Background: an optimization exercise with open tools, aiming at small area, a short achievable clock period and few clock cycles. Do not read the settings as production practice. Where RTL was checked, it was by simulation tests only, not by an equivalence proof against the original. Power figures rest on the tool's default switching activity, not on a simulated workload.

## mulApbChip
module mulApbChip (
	input logic clk,
	input logic arstN,
	input logic psel,
	input logic penable,
	input logic pwrite,
	input logic [7:0] paddr,
	input logic [31:0] pwdata,
	output logic [31:0] prdata,
	output logic pready,
	output logic pslverr
);
==> flow/config.mk <==
export PLATFORM = sky130hd
export DESIGN_NAME = mulApbChip
export DESIGN_NICKNAME = mulApbChip
export VERILOG_FILES = /design/flow/design.v
export SDC_FILE = /design/flow/constraint.sdc
export NUM_CORES = 4
export LEC_CHECK = 0
export CAP_MARGIN = 20
export CORE_MARGIN = 2
export CORE_UTILIZATION = 40
export SLEW_MARGIN = 20
==> flow/constraint.sdc <==
create_clock -name core_clock -period 13.0 [get_ports {clk}]
set_input_delay 2.6000 -clock core_clock [delete_from_list [all_inputs] [get_ports {clk}]]
set_output_delay 2.6000 -clock core_clock [all_outputs]
set_load 0.01 [all_outputs]
standard.sh (not shown) runs the stock make flow with config.mk's settings and CLKGATE_MAP_FILE= SYNTH_SCRIPT=/design/flow/synth_recipe.tcl, a recipe that flattens the netlist after the stock synthesis.
==> flow/flow/run.sh <==
#!/bin/bash
# The standard layout, with timing repair aimed at a path delay well below
# the clock period: the clock and the constraints are unchanged, only
# repair_timing's setup margin is raised (and kept to the worst endpoints).
set -euo pipefail
export SETUP_SLACK_MARGIN="${FLOW_SETUP_MARGIN:-9.4}"
export TNS_END_PERCENT="${FLOW_TNS_END:-10}"
export BUFFER_PORTS_ARGS="-buffer_cell sky130_fd_sc_hd__buf_2"
export CTS_ARGS="-sink_clustering_enable -repair_clock_nets -dont_use_dummy_load -buf_list {sky130_fd_sc_hd__clkbuf_4 sky130_fd_sc_hd__clkbuf_8}"
# keep each full adder of the multiplier step a module of its own through
# synthesis, so that it maps to one full-adder cell without inverters around it, and keep the
# two address decodes that gate many flip-flops short;
# the netlist is flattened at the end of synthesis as usual
export SYNTH_KEEP_MODULES="fullAdd startDetect addrDecode"
bash standard.sh > flow_standard.log 2>&1
The baseline produced a clean layout.
==> next run, changes <==
--- a/flow/design.v
+++ b/flow/design.v
@@ -407,29 +407,28 @@
 `timescale 1ns/1ps
 module mulArray (
 	input logic clk,
 	input logic arstN,
 	input logic [31:0] a,
 	input logic [31:0] b,
 	input logic wrB,
 	input logic [7:0] bLoNext,
 	input logic aValidNext,
 	input logic bValidNext,
 	input logic go,
-	input logic stepEn,
-	output logic running,
 	output mulPkg::productT product
 );
 	logic run1;
 	logic run2;
 	logic run3;
+	logic running;
 	logic first;
 	logic [3:0] oneQ;
 	logic [3:0] twoQ;
 	logic [3:0] negQ;
 	logic d16Q;
 	logic [3:0] oneD;
 	logic [3:0] twoD;
 	logic [3:0] negD;
 	logic digitsOn;
 	logic [32:0] accS;
 	logic [32:0] accC;
@@ -506,23 +505,23 @@
 		.idle(~running),
 		.a(a),
 		.one(oneQ),
 		.two(twoQ),
 		.neg(negQ),
 		.d16(d16Q),
 		.rowX(rowX),
 		.rowY(rowY)
 	);
 	assign byteSum = {1'b0, byteS} + {1'b0, byteC} + {8'd0, lowCarry & (run2 | run3)};
 	always_ff @(posedge clk) begin
-		if (stepEn) begin
+		if (go | running) begin
 			accS <= rowX[40:8];
 			accC <= rowY[40:8];
 			byteS <= rowX[7:0];
 			byteC <= rowY[7:0];
 		end
 		if (running) begin
 			lowCarry <= byteSum[8];
 		end
 		if (run1) begin
 			lowQ[7:0] <= byteSum[7:0];
 		end
@@ -549,24 +548,22 @@
 	input logic clk,
 	input logic arstN,
 	input apbPkg::apbReqT apbReq,
 	output apbPkg::apbRspT apbRsp,
 	output mulPkg::operandT opA,
 	output mulPkg::operandT opB,
 	output logic opBWrite,
 	output logic [7:0] opBLoNext,
 	output logic opAValidNext,
 	output logic opBValidNext,
 	output logic go,
-	input logic running,
-	output logic stepEn,
 	input mulPkg::productT product
 );
 	logic setup;
 	logic done;
 	logic inMap;
 	logic inMapHi;
 	logic inMapLo;
 	logic mapped;
 	logic wrOpA;
 	logic wrOpB;
 	logic opAValid;
@@ -576,25 +573,23 @@
 	mulPkg::productT result;
 	logic [apbPkg::DataWidth-1:0] readWord;
 	logic [apbPkg::DataWidth-1:0] prdataQ;
 	logic pslverrQ;
 	assign setup = apbReq.psel & ~apbReq.penable;
 	startDetect startDetect_i (
 		.psel(apbReq.psel),
 		.penable(apbReq.penable),
 		.pwrite(apbReq.pwrite),
 		.paddr(apbReq.paddr),
 		.startBit(apbReq.pwdata[apbPkg::CtrlStartBit]),
-		.running(running),
-		.go(go),
-		.stepEn(stepEn)
+		.go(go)
 	);
 	addrDecode addrDecode_i (
 		.paddr(apbReq.paddr),
 		.inMapHi(inMapHi),
 		.inMapLo(inMapLo)
 	);
 	assign inMap = inMapHi & inMapLo;
 	assign mapped = inMap & ~(apbReq.paddr[4] & apbReq.paddr[3]);
 	assign opARead = opA & {32{opAValid}};
 	assign opBRead = opB & {32{opBValid}};
 	assign result = product & {64{done}};
@@ -654,82 +649,73 @@
 	assign opBWrite = wrOpB;
 	assign opBLoNext = apbReq.pwdata[7:0];
 	assign opAValidNext = opAValid | wrOpA;
 	assign opBValidNext = opBValid | wrOpB;
 endmodule
 module startDetect (
 	input logic psel,
 	input logic penable,
 	input logic pwrite,
 	input logic [apbPkg::AddrWidth-1:0] paddr,
 	input logic startBit,
-	input logic running,
-	output logic go,
-	output logic stepEn
+	output logic go
 );
 	assign go = psel & ~penable & pwrite & startBit & (paddr == apbPkg::AddrCtrl);
-	assign stepEn = go | running;
 endmodule
 module addrDecode (
 	input logic [apbPkg::AddrWidth-1:0] paddr,
 	output logic inMapHi,
 	output logic inMapLo
 );
 	assign inMapHi = (paddr[7:5] == 3'b000);
 	assign inMapLo = (paddr[1:0] == 2'b00);
 endmodule
 `timescale 1ns/1ps
 module mulApbTop (
 	input logic clk,
 	input logic arstN,
 	input apbPkg::apbReqT apbReq,
 	output apbPkg::apbRspT apbRsp
 );
 	mulPkg::operandT opA;
 	mulPkg::operandT opB;
 	logic go;
-	logic stepEn;
-	logic running;
 	logic opBWrite;
 	logic [7:0] opBLoNext;
 	logic opAValidNext;
 	logic opBValidNext;
 	mulPkg::productT product;
 	mulApbRegs mulApbRegs_i (
 		.clk(clk),
 		.arstN(arstN),
 		.apbReq(apbReq),
 		.apbRsp(apbRsp),
 		.opA(opA),
 		.opB(opB),
 		.opBWrite(opBWrite),
 		.opBLoNext(opBLoNext),
 		.opAValidNext(opAValidNext),
 		.opBValidNext(opBValidNext),
 		.go(go),
-		.running(running),
-		.stepEn(stepEn),
 		.product(product)
 	);
 	mulArray mulArray_i (
 		.clk(clk),
 		.arstN(arstN),
 		.a(opA),
 		.b(opB),
 		.wrB(opBWrite),
 		.bLoNext(opBLoNext),
 		.aValidNext(opAValidNext),
 		.bValidNext(opBValidNext),
 		.go(go),
-		.stepEn(stepEn),
-		.running(running),
 		.product(product)
 	);
 endmodule
 `timescale 1ns/1ps
 module mulApbChip (
 	input logic clk,
 	input logic arstN,
 	input logic psel,
 	input logic penable,
 	input logic pwrite,
 	input logic [7:0] paddr,
Effect: The changed run completed with no timing, DRC or antenna violations. Clock power fell by about 1%. Routed wire length rose by 2.6%. Global-route usage rose by 0.28 points. Synthesized area rose by 1.4%. Sequential power hardly moves. Die area rose by 1.4%.
Testbench counts after the change, summed over its fixed seeds: cycles 14,400.
For the first run of this note, only the layout was checked, not whether the RTL still works.

========
== alpha ==
Another version of the RTL of mulApbChip (not shown whole).
For scale: about 1300 cells after synthesis, ~230 flip-flops, ~16000 sq um of cells after synthesis.
==> module prefixAdder, before the edit <==
module prefixAdder #(
	parameter int Width = mulPkg::OperandWidth
) (
	input logic [Width-1:0] a,
	input logic [Width-1:0] b,
	input logic cin,
	output logic [Width:0] sum
);
	localparam int Levels = $clog2(Width);
	logic [Width-1:0] p0;
	logic [Width-1:0] g [Levels+1];
	logic [Width-1:0] p [Levels+1];
	logic [Width:0] carry;
	for (genvar i = 0; i < Width; i++) begin : genBit
		xorKeep xorP_i (
			.a(a[i]),
			.b(b[i]),
			.y(p0[i])
		);
		xorKeep xorS_i (
			.a(p0[i]),
			.b(carry[i]),
			.y(sum[i])
		);
	end
	assign g[0] = (a & b) | {{(Width-1){1'b0}}, p0[0] & cin};
	assign p[0] = p0;
	for (genvar l = 1; l <= Levels; l++) begin : genLevel
		for (genvar i = 0; i < Width; i++) begin : genBit
			if (((i >> (l-1)) & 1) == 1) begin : genNode
				localparam int J = ((i >> (l-1)) << (l-1)) - 1;
				assign g[l][i] = g[l-1][i] | (p[l-1][i] & g[l-1][J]);
				assign p[l][i] = p[l-1][i] & p[l-1][J];
			end else begin : genPass
				assign g[l][i] = g[l-1][i];
				assign p[l][i] = p[l-1][i];
			end
		end
	end
	assign carry = {g[Levels], cin};
	assign sum[Width] = carry[Width];
endmodule
==> module mulArray, before the edit <==
module mulArray (
	input logic clk,
	input logic arstN,
	input logic [31:0] a,
	input logic [31:0] b,
	input logic wrB,
	input logic [7:0] bLoNext,
	input logic aValidNext,
	input logic bValidNext,
	input logic go,
	output mulPkg::productT product
);
	logic run1;
	logic run2;
	logic run3;
	logic running;
	logic first;
	logic [3:0] oneQ;
	logic [3:0] twoQ;
	logic [3:0] negQ;
	logic d16Q;
	logic [3:0] oneD;
	logic [3:0] twoD;
	logic [3:0] negD;
	logic digitsOn;
	logic [32:0] accS;
	logic [32:0] accC;
	logic [7:0] byteS;
	logic [7:0] byteC;
	logic [23:0] lowQ;
	logic lowCarry;
	logic [40:0] rowX;
	logic [40:0] rowY;
	logic [8:0] byteSum;
	logic [40:0] topSum;
	assign first = go & ~running;
	always_ff @(posedge clk or negedge arstN) begin
		if (!arstN) begin
			run1 <= 1'b0;
			run2 <= 1'b0;
			run3 <= 1'b0;
			running <= 1'b0;
		end else begin
			run1 <= first;
			run2 <= run1;
			run3 <= run2;
			running <= first | run1 | run2;
		end
	end
	function automatic logic [11:0] booth(input logic [7:0] g, input logic below);
		logic [3:0] one;
		logic [3:0] two;
		logic [3:0] neg;
		for (int j = 0; j < 4; j++) begin
			logic hi;
			logic mid;
			logic lo;
			hi = g[2*j+1];
			mid = g[2*j];
			lo = (j == 0) ? below : g[2*j-1];
			neg[j] = hi;
			one[j] = mid ^ lo;
			two[j] = (hi & ~mid & ~lo) | (~hi & mid & lo);
		end
		booth = {neg, two, one};
	endfunction
	logic [11:0] digitsFirst;
	logic [11:0] digitsRun;
	logic [11:0] digitsD;
	logic [7:0] groupRest;
	logic groupRestBelow;
	assign digitsFirst = booth(b[15:8], b[7]);
	always_comb begin
		if (run1) begin
			groupRest = b[23:16];
			groupRestBelow = b[15];
		end else if (run2) begin
			groupRest = b[31:24];
			groupRestBelow = b[23];
		end else begin
			groupRest = wrB ? bLoNext : b[7:0];
			groupRestBelow = 1'b0;
		end
	end
	assign digitsRun = booth(groupRest, groupRestBelow);
	assign digitsD = first ? digitsFirst : digitsRun;
	assign digitsOn = aValidNext & bValidNext;
	assign {negD, twoD, oneD} = digitsD & {12{digitsOn}};
	always_ff @(posedge clk) begin
		oneQ <= oneD;
		twoQ <= twoD;
		negQ <= negD;
		d16Q <= run2 & b[31] & digitsOn;
	end
	mulRow mulRow_i (
		.accS(accS & {33{running}}),
		.accC(accC & {33{running}}),
		.idle(~running),
		.a(a),
		.one(oneQ),
		.two(twoQ),
		.neg(negQ),
		.d16(d16Q),
		.rowX(rowX),
		.rowY(rowY)
	);
	assign byteSum = {1'b0, byteS} + {1'b0, byteC} + {8'd0, lowCarry & (run2 | run3)};
	always_ff @(posedge clk) begin
		if (go | running) begin
			accS <= rowX[40:8];
			accC <= rowY[40:8];
			byteS <= rowX[7:0];
			byteC <= rowY[7:0];
		end
		if (running) begin
			lowCarry <= byteSum[8];
		end
		if (run1) begin
			lowQ[7:0] <= byteSum[7:0];
		end
		if (run2) begin
			lowQ[15:8] <= byteSum[7:0];
		end
		if (run3) begin
			lowQ[23:16] <= byteSum[7:0];
		end
	end
	prefixAdder #(
		.Width(40)
	) prefixAdder_i (
		.a({accS[31:0], byteS}),
		.b({accC[31:0], byteC}),
		.cin(lowCarry),
		.sum(topSum)
	);
	assign product.half.hi = topSum[39:8];
	assign product.half.lo = {topSum[7:0], lowQ};
endmodule
export LEC_CHECK = 0
export CAP_MARGIN = 20
export CORE_MARGIN = 2
export CORE_UTILIZATION = 40
export SLEW_MARGIN = 20
create_clock -name core_clock -period 13.0 [get_ports {clk}]
==> flow/flow/run.sh <==
#!/bin/bash
# The standard layout, with timing repair aimed at a path delay well below
# the clock period: the clock and the constraints are unchanged, only
# repair_timing's setup margin is raised (and kept to the worst endpoints).
set -euo pipefail
export SETUP_SLACK_MARGIN="${FLOW_SETUP_MARGIN:-9.4}"
export TNS_END_PERCENT="${FLOW_TNS_END:-10}"
export BUFFER_PORTS_ARGS="-buffer_cell sky130_fd_sc_hd__buf_2"
export CTS_ARGS="-sink_clustering_enable -repair_clock_nets -dont_use_dummy_load -buf_list {sky130_fd_sc_hd__clkbuf_4 sky130_fd_sc_hd__clkbuf_8}"
# keep each full adder of the multiplier step a module of its own through
# synthesis, so that it maps to one full-adder cell without inverters around it, and keep the
# two address decodes that gate many flip-flops short;
# the netlist is flattened at the end of synthesis as usual
export SYNTH_KEEP_MODULES="fullAdd startDetect addrDecode xorKeep"
bash standard.sh > flow_standard.log 2>&1
alpha went all the way through the flow, and no timing, DRC or antenna check failed.
Testbench counts of alpha, summed over its fixed seeds: cycles 14,400.
### alpha -> beta
diff --git a/flow/design.v b/flow/design.v
--- a/flow/design.v
+++ b/flow/design.v
@@ -62,9 +62,4 @@
 	logic [Width:0] carry;
 	for (genvar i = 0; i < Width; i++) begin : genBit
-		xorKeep xorP_i (
-			.a(a[i]),
-			.b(b[i]),
-			.y(p0[i])
-		);
 		xorKeep xorS_i (
 			.a(p0[i]),
@@ -73,4 +68,5 @@
 		);
 	end
+	assign p0 = a ^ b;
 	assign g[0] = (a & b) | {{(Width-1){1'b0}}, p0[0] & cin};
 	assign p[0] = p0;
@@ -492,24 +488,23 @@
 		booth = {neg, two, one};
 	endfunction
-	logic [11:0] digitsFirst;
-	logic [11:0] digitsRun;
+	logic [7:0] group;
+	logic groupBelow;
 	logic [11:0] digitsD;
-	logic [7:0] groupRest;
-	logic groupRestBelow;
-	assign digitsFirst = booth(b[15:8], b[7]);
 	always_comb begin
-		if (run1) begin
-			groupRest = b[23:16];
-			groupRestBelow = b[15];
+		if (first) begin
+			group = b[15:8];
+			groupBelow = b[7];
+		end else if (run1) begin
+			group = b[23:16];
+			groupBelow = b[15];
 		end else if (run2) begin
-			groupRest = b[31:24];
-			groupRestBelow = b[23];
+			group = b[31:24];
+			groupBelow = b[23];
 		end else begin
-			groupRest = wrB ? bLoNext : b[7:0];
-			groupRestBelow = 1'b0;
+			group = wrB ? bLoNext : b[7:0];
+			groupBelow = 1'b0;
 		end
 	end
-	assign digitsRun = booth(groupRest, groupRestBelow);
-	assign digitsD = first ? digitsFirst : digitsRun;
+	assign digitsD = booth(group, groupBelow);
 	assign digitsOn = aValidNext & bValidNext;
 	assign {negD, twoD, oneD} = digitsD & {12{digitsOn}};
### Flow results
- [compare] base=alpha new=beta: horizontal die dimension dropped 0.45%; via count dropped 266.
- Launch point of the worst path: mulApbTop_i.mulApbRegs_i.prdataQ[12]$_SDFF_PP0_ -> alpha, paddr[1] -> beta
- Max post-CTS repair timing setup buffer count across alpha and beta: beta
- Between alpha and beta, number of DRC violations after detailed-routing iteration 0 is lower for beta, alpha comes in above that.
- On setup slack of the critical path after layout, the lower figure sits with beta, not alpha.
- beta closes out successfully: all stages finished, all timing, DRC and antenna checks passed.
- In beta relative to alpha, HPWL reported at the end of detailed placement had gone down slightly.
- beta vs alpha: post-synthesis instance total down by a few percent
- Area of all placed cells without fillers: beta > alpha
- Higher post-synthesis xor/xnor area fraction was reported by alpha, not beta.
- Largest net degree at the start of global routing grows by a little under 10% when moving from alpha to beta.
- beta does better than alpha on area of the die.
For beta, only the layout was checked, not whether the RTL still works.

## port drivers added, routing unchanged
No port has a modelled driver above. Below, the same layouts with a new extraction and two added sets of constraints.
Step 1: set_driving_cell puts a clkbuf_16 on clk and a buf_2 on each other input, an assumption about the parent block.
Step 2 moves the port delays by t, midway between the first and last clock arrival at a register: inputs arrive t later, outputs are due t later. That takes back most of the time a late clock gives input paths.
a / b / c = ideal ports / drivers / drivers and shift; a / b = the first two.
| run | shift t [ns] | setup WS [ns] | worst slew at a driven data input, ns |
|---|---|---|---|
| the first run of note 1 | 0.606 | 9.288 / 9.238 / 8.755 | 0.03 |
| the second run of note 1 | 0.595 | 9.333 / 9.281 / 8.801 | 0.04 |
| alpha | 0.579 | 9.312 / 9.265 / 8.839 | 0.05 |
| beta | 0.602 | 9.254 / 9.275 / 8.680 | 0.06 |
After both steps setup and hold are still met in every run listed. For beta, which loses most, drivers alone change the setup slack by +0.021 ns; drivers and shift together by -0.574 ns.
